This design comes from an exercise in tuning for small area and a short achievable clock period on the open sky130 flow, not from production work. Function was checked by simulation only, so behaviour that the tests miss may differ from the original. Power and IR drop assume default switching activity.

File: design.v
`timescale 1ns/10ps
package periph_pkg;
  typedef logic [31:0] addr_t;
  typedef logic [31:0] data_t;
  typedef logic [3:0]  strb_t;
  typedef logic [63:0] mtime_t;
  typedef logic [$clog2(7+1)-1:0] prio_t;
  typedef logic [$clog2(32)-1:0] src_id_t;
  typedef logic [32-1:0] src_vec_t;
  typedef enum logic [1:0] {
    REGION_NONE,
    REGION_CLINT,
    REGION_PLIC
  } region_e;
  function automatic data_t apply_be(data_t cur, data_t wdata, strb_t be);
    data_t res;
    res = cur;
    for (int b = 0; b < 4; b++) begin
      if (be[b]) res[8*b +: 8] = wdata[8*b +: 8];
    end
    apply_be = res;
  endfunction
endpackage
`timescale 1ns/10ps
module plic_target (
  input  periph_pkg::src_vec_t                           pending_i,
  input  periph_pkg::src_vec_t                           enable_i,
  input  periph_pkg::prio_t [32-1:0]    prio_i,
  input  periph_pkg::prio_t                              threshold_i,
  output periph_pkg::src_id_t                            claim_id_o,
  output logic                                           eip_o
);
  periph_pkg::src_vec_t active;
  periph_pkg::prio_t    best_prio;
  periph_pkg::src_id_t  best_id;
  assign active = pending_i & enable_i;
  always_comb begin
    best_prio = threshold_i;
    best_id   = '0;
    for (int i = 1; i < 32; i++) begin
      if (active[i] && prio_i[i] > best_prio) begin
        best_prio = prio_i[i];
        best_id   = periph_pkg::src_id_t'(i);
      end
    end
  end
  assign claim_id_o = best_id;
  assign eip_o      = (best_id != '0);
endmodule
`timescale 1ns/10ps
module plic_gateway (
  input  logic                  clk_i,
  input  logic                  ndmreset_n,
  input  periph_pkg::src_vec_t  irq_sources_i,
  input  logic                  claim_i,
  input  periph_pkg::src_id_t   claim_id_i,
  input  logic                  complete_i,
  input  periph_pkg::src_id_t   complete_id_i,
  output periph_pkg::src_vec_t  pending_o
);
  localparam periph_pkg::src_vec_t SRC_MASK = ~periph_pkg::src_vec_t'(1);
  periph_pkg::src_vec_t pending_q, inflight_q;
  periph_pkg::src_vec_t claim_mask, complete_mask;
  always_comb begin
    claim_mask    = '0;
    complete_mask = '0;
    if (claim_i) claim_mask[claim_id_i] = 1'b1;
    if (complete_i) complete_mask[complete_id_i] = 1'b1;
  end
  always_ff @(posedge clk_i or negedge ndmreset_n) begin
    if (!ndmreset_n) begin
      pending_q  <= '0;
      inflight_q <= '0;
    end else begin
      pending_q  <= (pending_q | (irq_sources_i & ~inflight_q)) & ~claim_mask & SRC_MASK;
      inflight_q <= (inflight_q | claim_mask) & ~complete_mask & SRC_MASK;
    end
  end
  assign pending_o = pending_q;
endmodule
`timescale 1ns/10ps
module plic (
  input  logic                            clk_i,
  input  logic                            ndmreset_n,
  input  logic                bus_req_i,
  input  logic                bus_we_i,
  input  periph_pkg::addr_t   bus_addr_i,
  input  periph_pkg::strb_t   bus_be_i,
  input  periph_pkg::data_t   bus_wdata_i,
  output periph_pkg::data_t   bus_rdata_o,
  input  periph_pkg::src_vec_t            irq_sources_i,
  output logic [2-1:0]  eip_o
);
  localparam int    NS             = 32;
  localparam int    NT             = 2;
  localparam periph_pkg::addr_t ENABLE_STRIDE  = 32'h80;
  localparam periph_pkg::addr_t CONTEXT_STRIDE = 32'h1000;
  periph_pkg::prio_t    [NS-1:0] prio_q;
  periph_pkg::src_vec_t [NT-1:0] enable_q;
  periph_pkg::prio_t    [NT-1:0] threshold_q;
  periph_pkg::src_id_t  [NT-1:0] claim_ids;
  periph_pkg::src_vec_t          pending;
  periph_pkg::addr_t             prio_ofs;
  logic              prio_hit;
  periph_pkg::src_id_t           prio_idx;
  logic     [NT-1:0] en_hit, thr_hit, clm_hit;
  periph_pkg::data_t             rd_data, rdata_q;
  periph_pkg::src_id_t           claim_id;
  logic              claim, complete;
  always_comb begin
    prio_ofs = bus_addr_i - 32'h0000_0000;
    prio_hit = prio_ofs < periph_pkg::addr_t'(4 * NS);
    prio_idx = prio_ofs[2 +: $clog2(NS)];
    rd_data  = '0;
    claim_id = '0;
    if (prio_hit) rd_data = periph_pkg::data_t'(prio_q[prio_idx]);
    if (bus_addr_i == 32'h0000_1000) rd_data = pending;
    for (int t = 0; t < NT; t++) begin
      en_hit[t]  = bus_addr_i == 32'h0000_2000 + ENABLE_STRIDE * periph_pkg::addr_t'(t);
      thr_hit[t] = bus_addr_i == 32'h0020_0000 + CONTEXT_STRIDE * periph_pkg::addr_t'(t);
      clm_hit[t] = bus_addr_i == 32'h0020_0000 + CONTEXT_STRIDE * periph_pkg::addr_t'(t) + 4;
      if (en_hit[t]) rd_data = enable_q[t];
      if (thr_hit[t]) rd_data = periph_pkg::data_t'(threshold_q[t]);
      if (clm_hit[t]) begin
        rd_data  = periph_pkg::data_t'(claim_ids[t]);
        claim_id = claim_ids[t];
      end
    end
  end
  assign claim    = bus_req_i && !bus_we_i && |clm_hit;
  assign complete = bus_req_i && bus_we_i && |clm_hit;
  always_ff @(posedge clk_i or negedge ndmreset_n) begin
    if (!ndmreset_n) begin
      prio_q      <= '0;
      enable_q    <= '0;
      threshold_q <= '0;
      rdata_q     <= '0;
    end else begin
      rdata_q <= (bus_req_i && !bus_we_i) ? rd_data : '0;
      if (bus_req_i && bus_we_i) begin
        if (prio_hit && prio_idx != '0 && bus_be_i[0]) prio_q[prio_idx] <= periph_pkg::prio_t'(bus_wdata_i);
        for (int t = 0; t < NT; t++) begin
          if (en_hit[t]) begin
            enable_q[t] <= periph_pkg::apply_be(enable_q[t], bus_wdata_i, bus_be_i) & ~periph_pkg::src_vec_t'(1);
          end
          if (thr_hit[t] && bus_be_i[0]) threshold_q[t] <= periph_pkg::prio_t'(bus_wdata_i);
        end
      end
    end
  end
  assign bus_rdata_o = rdata_q;
  plic_gateway u_gateway (
    .clk_i         (clk_i),
    .ndmreset_n    (ndmreset_n),
    .irq_sources_i (irq_sources_i),
    .claim_i       (claim),
    .claim_id_i    (claim_id),
    .complete_i    (complete),
    .complete_id_i (periph_pkg::src_id_t'(bus_wdata_i)),
    .pending_o     (pending)
  );
  for (genvar t = 0; t < NT; t++) begin : g_target
    plic_target u_target (
      .pending_i   (pending),
      .enable_i    (enable_q[t]),
      .prio_i      (prio_q),
      .threshold_i (threshold_q[t]),
      .claim_id_o  (claim_ids[t]),
      .eip_o       (eip_o[t])
    );
  end
endmodule
`timescale 1ns/10ps
module clint (
  input  logic          clk_i,
  input  logic          ndmreset_n,
  input  logic                bus_req_i,
  input  logic                bus_we_i,
  input  periph_pkg::addr_t   bus_addr_i,
  input  periph_pkg::strb_t   bus_be_i,
  input  periph_pkg::data_t   bus_wdata_i,
  output periph_pkg::data_t   bus_rdata_o,
  output logic          timer_irq_o,
  output logic          ipi_o
);
  logic   tick_q;
  periph_pkg::mtime_t mtime_q;
  periph_pkg::mtime_t mtimecmp_q;
  logic   msip_q;
  logic   timer_irq_q;
  periph_pkg::data_t  rd_data;
  periph_pkg::data_t  rdata_q;
  logic   wr;
  assign wr = bus_req_i && bus_we_i;
  always_comb begin
    rd_data = '0;
    case (bus_addr_i)
      32'h0000_0000:         rd_data = periph_pkg::data_t'(msip_q);
      32'h0000_4000:     rd_data = mtimecmp_q[31:0];
      32'h0000_4000 + 4: rd_data = mtimecmp_q[63:32];
      32'h0000_BFF8:        rd_data = mtime_q[31:0];
      32'h0000_BFF8 + 4:    rd_data = mtime_q[63:32];
      default:                  rd_data = '0;
    endcase
  end
  always_ff @(posedge clk_i or negedge ndmreset_n) begin
    if (!ndmreset_n) begin
      tick_q      <= 1'b0;
      mtime_q     <= '0;
      mtimecmp_q  <= '1;
      msip_q      <= 1'b0;
      timer_irq_q <= 1'b0;
      rdata_q     <= '0;
    end else begin
      tick_q <= ~tick_q;
      if (wr && bus_addr_i == 32'h0000_BFF8) begin
        mtime_q[31:0] <= periph_pkg::apply_be(mtime_q[31:0], bus_wdata_i, bus_be_i);
      end else if (wr && bus_addr_i == 32'h0000_BFF8 + 4) begin
        mtime_q[63:32] <= periph_pkg::apply_be(mtime_q[63:32], bus_wdata_i, bus_be_i);
      end else if (!tick_q) begin
        mtime_q <= mtime_q + 1'b1;
      end
      timer_irq_q <= (mtime_q >= mtimecmp_q);
      rdata_q     <= (bus_req_i && !bus_we_i) ? rd_data : '0;
      if (wr && bus_addr_i == 32'h0000_0000 && bus_be_i[0]) msip_q <= bus_wdata_i[0];
      if (wr && bus_addr_i == 32'h0000_4000) begin
        mtimecmp_q[31:0] <= periph_pkg::apply_be(mtimecmp_q[31:0], bus_wdata_i, bus_be_i);
      end
      if (wr && bus_addr_i == 32'h0000_4000 + 4) begin
        mtimecmp_q[63:32] <= periph_pkg::apply_be(mtimecmp_q[63:32], bus_wdata_i, bus_be_i);
      end
    end
  end
  assign bus_rdata_o = rdata_q;
  assign timer_irq_o = timer_irq_q;
  assign ipi_o       = msip_q;
endmodule
`timescale 1ns/10ps
module reg_bus_decoder (
  input  logic                clk_i,
  input  logic                ndmreset_n,
  input  logic                req_i,
  input  logic                we_i,
  input  periph_pkg::addr_t   addr_i,
  input  periph_pkg::strb_t   be_i,
  input  periph_pkg::data_t   wdata_i,
  output periph_pkg::data_t   rdata_o,
  output logic                clint_req_o,
  output logic                clint_we_o,
  output periph_pkg::addr_t   clint_addr_o,
  output periph_pkg::strb_t   clint_be_o,
  output periph_pkg::data_t   clint_wdata_o,
  input  periph_pkg::data_t   clint_rdata_i,
  output logic                plic_req_o,
  output logic                plic_we_o,
  output periph_pkg::addr_t   plic_addr_o,
  output periph_pkg::strb_t   plic_be_o,
  output periph_pkg::data_t   plic_wdata_o,
  input  periph_pkg::data_t   plic_rdata_i
);
  localparam periph_pkg::addr_t CLINT_END = 32'h0200_0000 + 32'h000C_0000;
  localparam periph_pkg::addr_t PLIC_END  = 32'h0C00_0000 + 32'h0400_0000;
  periph_pkg::region_e region;
  periph_pkg::region_e rd_region_q;
  always_comb begin
    region = periph_pkg::REGION_NONE;
    if (addr_i >= 32'h0200_0000 && addr_i < CLINT_END) begin
      region = periph_pkg::REGION_CLINT;
    end else if (addr_i >= 32'h0C00_0000 && addr_i < PLIC_END) begin
      region = periph_pkg::REGION_PLIC;
    end
  end
  assign clint_req_o   = req_i && (region == periph_pkg::REGION_CLINT);
  assign clint_we_o    = we_i;
  assign clint_addr_o  = addr_i - 32'h0200_0000;
  assign clint_be_o    = be_i;
  assign clint_wdata_o = wdata_i;
  assign plic_req_o    = req_i && (region == periph_pkg::REGION_PLIC);
  assign plic_we_o     = we_i;
  assign plic_addr_o   = addr_i - 32'h0C00_0000;
  assign plic_be_o     = be_i;
  assign plic_wdata_o  = wdata_i;
  always_ff @(posedge clk_i or negedge ndmreset_n) begin
    if (!ndmreset_n) begin
      rd_region_q <= periph_pkg::REGION_NONE;
    end else begin
      rd_region_q <= (req_i && !we_i) ? region : periph_pkg::REGION_NONE;
    end
  end
  always_comb begin
    case (rd_region_q)
      periph_pkg::REGION_CLINT: rdata_o = clint_rdata_i;
      periph_pkg::REGION_PLIC:  rdata_o = plic_rdata_i;
      default:      rdata_o = '0;
    endcase
  end
endmodule
`timescale 1ns/10ps
module periph_top (
  input  logic                            clk_i,
  input  logic                            ndmreset_n,
  input  logic                            req_i,
  input  logic                            we_i,
  input  logic [31:0]                     addr_i,
  input  logic [3:0]                      be_i,
  input  logic [31:0]                     wdata_i,
  output logic [31:0]                     rdata_o,
  input  logic [32-1:0]  irq_sources_i,
  output logic                            timer_irq_o,
  output logic                            ipi_o,
  output logic [2-1:0]  eip_o
);
  logic  clint_req, clint_we, plic_req, plic_we;
  periph_pkg::addr_t clint_addr, plic_addr;
  periph_pkg::strb_t clint_be, plic_be;
  periph_pkg::data_t clint_wdata, clint_rdata, plic_wdata, plic_rdata;
  reg_bus_decoder u_decoder (
    .clk_i         (clk_i),
    .ndmreset_n    (ndmreset_n),
    .req_i         (req_i),
    .we_i          (we_i),
    .addr_i        (addr_i),
    .be_i          (be_i),
    .wdata_i       (wdata_i),
    .rdata_o       (rdata_o),
    .clint_req_o   (clint_req),
    .clint_we_o    (clint_we),
    .clint_addr_o  (clint_addr),
    .clint_be_o    (clint_be),
    .clint_wdata_o (clint_wdata),
    .clint_rdata_i (clint_rdata),
    .plic_req_o    (plic_req),
    .plic_we_o     (plic_we),
    .plic_addr_o   (plic_addr),
    .plic_be_o     (plic_be),
    .plic_wdata_o  (plic_wdata),
    .plic_rdata_i  (plic_rdata)
  );
  clint u_clint (
    .clk_i       (clk_i),
    .ndmreset_n  (ndmreset_n),
    .bus_req_i   (clint_req),
    .bus_we_i    (clint_we),
    .bus_addr_i  (clint_addr),
    .bus_be_i    (clint_be),
    .bus_wdata_i (clint_wdata),
    .bus_rdata_o (clint_rdata),
    .timer_irq_o (timer_irq_o),
    .ipi_o       (ipi_o)
  );
  plic u_plic (
    .clk_i         (clk_i),
    .ndmreset_n    (ndmreset_n),
    .bus_req_i     (plic_req),
    .bus_we_i      (plic_we),
    .bus_addr_i    (plic_addr),
    .bus_be_i      (plic_be),
    .bus_wdata_i   (plic_wdata),
    .bus_rdata_o   (plic_rdata),
    .irq_sources_i (irq_sources_i),
    .eip_o         (eip_o)
  );
endmodule
File: run.sh
#!/bin/bash
# synth_recipe.tcl (not shown) runs the flow's synth.tcl, then flattens the netlist and writes it again
# the make line also repeats each setting of config.mk as NAME=value (left out here)
make -C /OpenROAD-flow-scripts/flow DESIGN_CONFIG=/design/flow/config.mk WORK_HOME=/design/flow/orfs CLKGATE_MAP_FILE= SYNTH_SCRIPT=/design/flow/synth_recipe.tcl finish
File: config.mk
export PLATFORM = sky130hd
export DESIGN_NAME = periph_top
export DESIGN_NICKNAME = periph_top
export VERILOG_FILES = /design/flow/design.v
export SDC_FILE = /design/flow/constraint.sdc
export NUM_CORES = 4
export LEC_CHECK = 0
export CAP_MARGIN = 20
export CORE_MARGIN = 2
export CORE_UTILIZATION = 40
export SLEW_MARGIN = 20
File: constraint.sdc
create_clock -name core_clock -period 60.0 [get_ports {clk_i}]
set_input_delay 12.0000 -clock core_clock [delete_from_list [all_inputs] [get_ports {clk_i}]]
set_output_delay 12.0000 -clock core_clock [all_outputs]
set_load 0.01 [all_outputs]
==> summary.txt <==
* CP max-delay cell: or4_1
* PwrDens at 17.80 nW/um^2
* P_leak at 14.38 nW
* Kind of critical path: register to output pin
* Hold Fails Final Rpt at 0
* Gpl congestion at 0.9769
* Area Overhead vs Synth at 13.58%
* CTS tree: done
* Worst VDD drop at 0.01854 mV
* Min Hold Slack at 0.4517 ns
* Share of cells above drive strength 1 at 13.61%
* Commonest cells after routing, fill and taps aside: nand2_1 (450), dfrtp_1 (356), a21oi_1 (317)
* Io pins at 140
* CTS root buf: clkbuf_16
* Initial antenna violation count at 1
* Net Sw Frac at 23.46%
* Setup violators final at 0
* First-pass GRT wire length at 179.6 mm
* M2 GR Usage at 44.32%
* Crit path launch type: register
* WL final at 119.2 mm
* Syn. warnings at 5
* Number of nets with antenna violations after routing at 0
* F_max at 0.01752 GHz
* N_diodes at 0
* Post-Syn Area at 31,540 um^2
* Final nets at 4,085
* Clk pwr share at 50.7%
* Hold WC Path Type: register to register
* Hold buffer count at cts at 0
* Die W at 284.8 um
* Min Tclk post-route at 57.07 ns
* Die area at 81,120 um^2
* Register area share after synthesis at 33.81%
* Setup TNS at 0 ns
* Total CTS buffers at 50
* Post-synth ARST share at 100.0%
* Worst-path clk slew at 0.06 ns
* Drt first pass iters at 9
* Largest net degree at the start of global routing at 103
* Residual DRC at 0
* P_int at 0.4881 mW
* GR met1 Demand/Resource at 39.23%
* Clock Latency Late Sink at 0.60 ns
* Final period utilization at 95.11%
* PortBufs at 138
* Vias in the first global route at 28,540
* Clock sink count at 423
* Via density at 6.228
* H-tree depth at 2
* Worst slew pin tran at 1.248 ns
* Via count at 30,550
* Met3 Use GR at 4.440%
* Die Ht at 284.8 um
* Seq pwr share at 44.8%
* Crit Path Max Fanout at 13
* Initial Util at 40.58%
* Comb pwr share at 4.6%
* Most common cell after layout, fill and taps aside: nand2_1
* Predominant post-synthesis flop cell: dfrtp_1
* Pins Over Slew Limit at 0
* Outcome: timing/DRC/antenna clean
* Post-Synthesis Net Count at 4,035
* Rows at 102
* Syn Area/Cell at 8.353 um^2
* Core area at 77,720 um^2
* Clk_skew at 0.01461 ns
* Post-synth EDFFs at 0
* CP endpoint kind: output pin
* Buf/Inv on CP at 4
* Routed wire per std cell at 24.30 um
* Top Usage Layer GRT: met2
* Switch Pwr at 0.1496 mW
* GRT Total Usage at 28.60%
* Family with the most delay on the worst path: compound AO/OA/AOI/OAI gates
* Mapped Cells at 3,776
* HPWL after DPL at 89.91 mm
* Initial DRC Count at 3,117
* Worst endpoint data arrival time at 45.07 ns
* Cell variety after synth at 123
* Max-cap violations at 0
* Critical Path Max Stage Delay at 0.62 ns
* Number of synthesized register bits at 423
* Total gr overflow at 0
* Max Buffers Root-to-Sink at 3
* Slew headroom at 16.16%
* Worst path required time at 48.00 ns
-- power groups by stage --
stage,clock (mW),combinational (mW),sequential (mW)
floorplan,0,0.00754,0.291
global placement,0,0.0289,0.291
detailed placement,0,0.0290,0.291
CTS,0.327,0.0291,0.286
global route,0.339,0.0310,0.285
finish,0.323,0.0291,0.286
-- worst reg2reg max path: cells and delay by family, from the launching register on --
kind,cells,cell delay [ns]
AO/OA/AOI/OAI,77,15.61
AND/OR/NAND/NOR,81,13.72
adder cells (fa/ha/maj),41,11.89
multiplexers,8,2.81
flip-flops,1,0.59
buffers and inverters,3,0.42
XOR/XNOR,1,0.32
-- per-layer routing --
metal  up-vias  share of wire (%)
met3       230                7.6
li1      14120                  -
met1     14950                 43
met2      1258                 44
met4         0                5.2
met5         -                  0
-- worst paths after layout --
kind	slack [ns]	start	cells after the start	to
max	2.93	u_plic.prio_q[5]	207	eip_o[1]
min	0.45	u_clint.tick_q	1	u_clint.tick_q
max reg2reg	14.55	u_plic.prio_q[5]	211	u_plic.u_gateway.inflight_q[30]
min reg2reg	0.45	u_clint.tick_q	1	u_clint.tick_q
max in group asynchronous	46.38	ndmreset_n	3	u_plic.u_gateway.pending_q[10]
min in group asynchronous	11.44	ndmreset_n	1	u_clint.mtime_q[57]
-- kinds of logic (layout without fill, tap and decap cells) --
group                      after synthesis  in the layout  synth area share, %
AOI/OAI and AO/OA                     1179           1179                24.92
xor gates and xnor gates                 9              9               0.2499
adders and majority gates              175            175                6.787
buffers and inverters                  378            468                4.673
DFF                                    423            423                33.81
muxes                                  193            193                7.997
and+or+nand+nor                       1419           1419                21.56
-- area by class of cell --
type	count	area, um^2
Fill cell	7622	41900
Tap cell	1040	1301
Inverter	199	747.0
Sequential cell	423	10670
Timing Repair Buffer	177	1677
Multi-Input combinational cell	2975	19710
Clock buffer	70	1396
Clock inverter	22	322.8
-- synth_stat cells, types with 11 or more instances --
master / instances / area share (%)
a211oi_1: 20 / 0.48
a21o_1: 37 / 0.88
a21oi_1: 321 / 5.1
a222oi_1: 32 / 1.0
a22oi_1: 84 / 2.0
a2bb2oi_1: 24 / 0.67
a31oi_1: 63 / 1.2
and2_1: 39 / 0.77
and3_1: 68 / 1.3
buf_1: 12 / 0.14
buf_2: 14 / 0.22
clkbuf_1: 145 / 1.7
dfrtp_1: 359 / 28
dfstp_2: 64 / 5.3
ha_1: 155 / 6.1
inv_1: 199 / 2.4
maj3_1: 19 / 0.60
mux2_2: 152 / 5.4
mux4_2: 30 / 2.1
nand2_1: 452 / 5.4
nand2b_1: 47 / 0.93
nand3_1: 176 / 2.8
nand4_1: 47 / 0.93
nor2_1: 310 / 3.7
nor2b_1: 21 / 0.42
nor3_1: 100 / 1.6
nor3b_1: 12 / 0.29
nor4_1: 19 / 0.38
o2111ai_1: 14 / 0.39
o211a_1: 11 / 0.35
o211ai_1: 41 / 0.98
o21a_1: 50 / 1.2
o21ai_0: 243 / 3.9
o22ai_1: 39 / 0.77
o31ai_1: 24 / 0.57
or2_2: 29 / 0.58
or3_1: 41 / 0.81
-- metrics by stage --
step / instances / setup WS [ns] / total power, mW / instance area [um^2] / util [%]
floorplan: 3776 / 8.123 / 0.2982 / 31540 / -
global placement: 4806 / 1.536 / 0.3194 / 33770 / 43.45
detailed placement: 4806 / 1.243 / 0.3195 / 33770 / 43.45
CTS: 4898 / 0.3275 / 0.6416 / 35490 / 45.66
global route: 4906 / -0.09614 / 0.6557 / 35830 / 46.09
finish: 4906 / 2.934 / 0.6378 / 35830 / 46.09
-- flip-flops by register name, indices dropped and copies added (netlist names) --
signal,count
u_plic.rdata_q,32
u_clint.msip_q,1
u_clint.tick_q,1
u_clint.mtime_q,64
u_plic.threshold_q,6
u_clint.rdata_q,32
u_plic.enable_q,62
u_clint.timer_irq_q,1
u_plic.prio_q,96
u_plic.u_gateway.pending_q,31
u_decoder.rd_region_q,2
u_clint.mtimecmp_q,64
u_plic.u_gateway.inflight_q,31
-- timing repair --
item	CTS	global route
setup buffers	0	7
setup endpoints to repair	0	2
resized for setup	0	59

-- static timing again, ports no longer ideal --
No port has a modelled driver above. Below, the same layout with a new extraction and two added sets of constraints.
Step 1 assumes that a clkbuf_16 drives the clock port and a buf_2 every other input.
Step 2, shift: input delay + t, output delay - t, t = (earliest + latest rising clock arrival at the registers) / 2. This alone moves slack from input paths to output paths.
Three values: no drivers, after step 1, after step 2; two values: the first two.
shift t [ns]: 0.661
slack for setup (ns): 2.934 / 2.871 / 3.532
hold WS [ns]: 0.452 / 0.452 / 0.452
latest minus earliest clock arrival (ns): 0.017 / 0.017
After both steps setup and hold are still met in this run. The setup slack of this run moves by -0.063 ns with the drivers and by +0.598 ns with both steps.
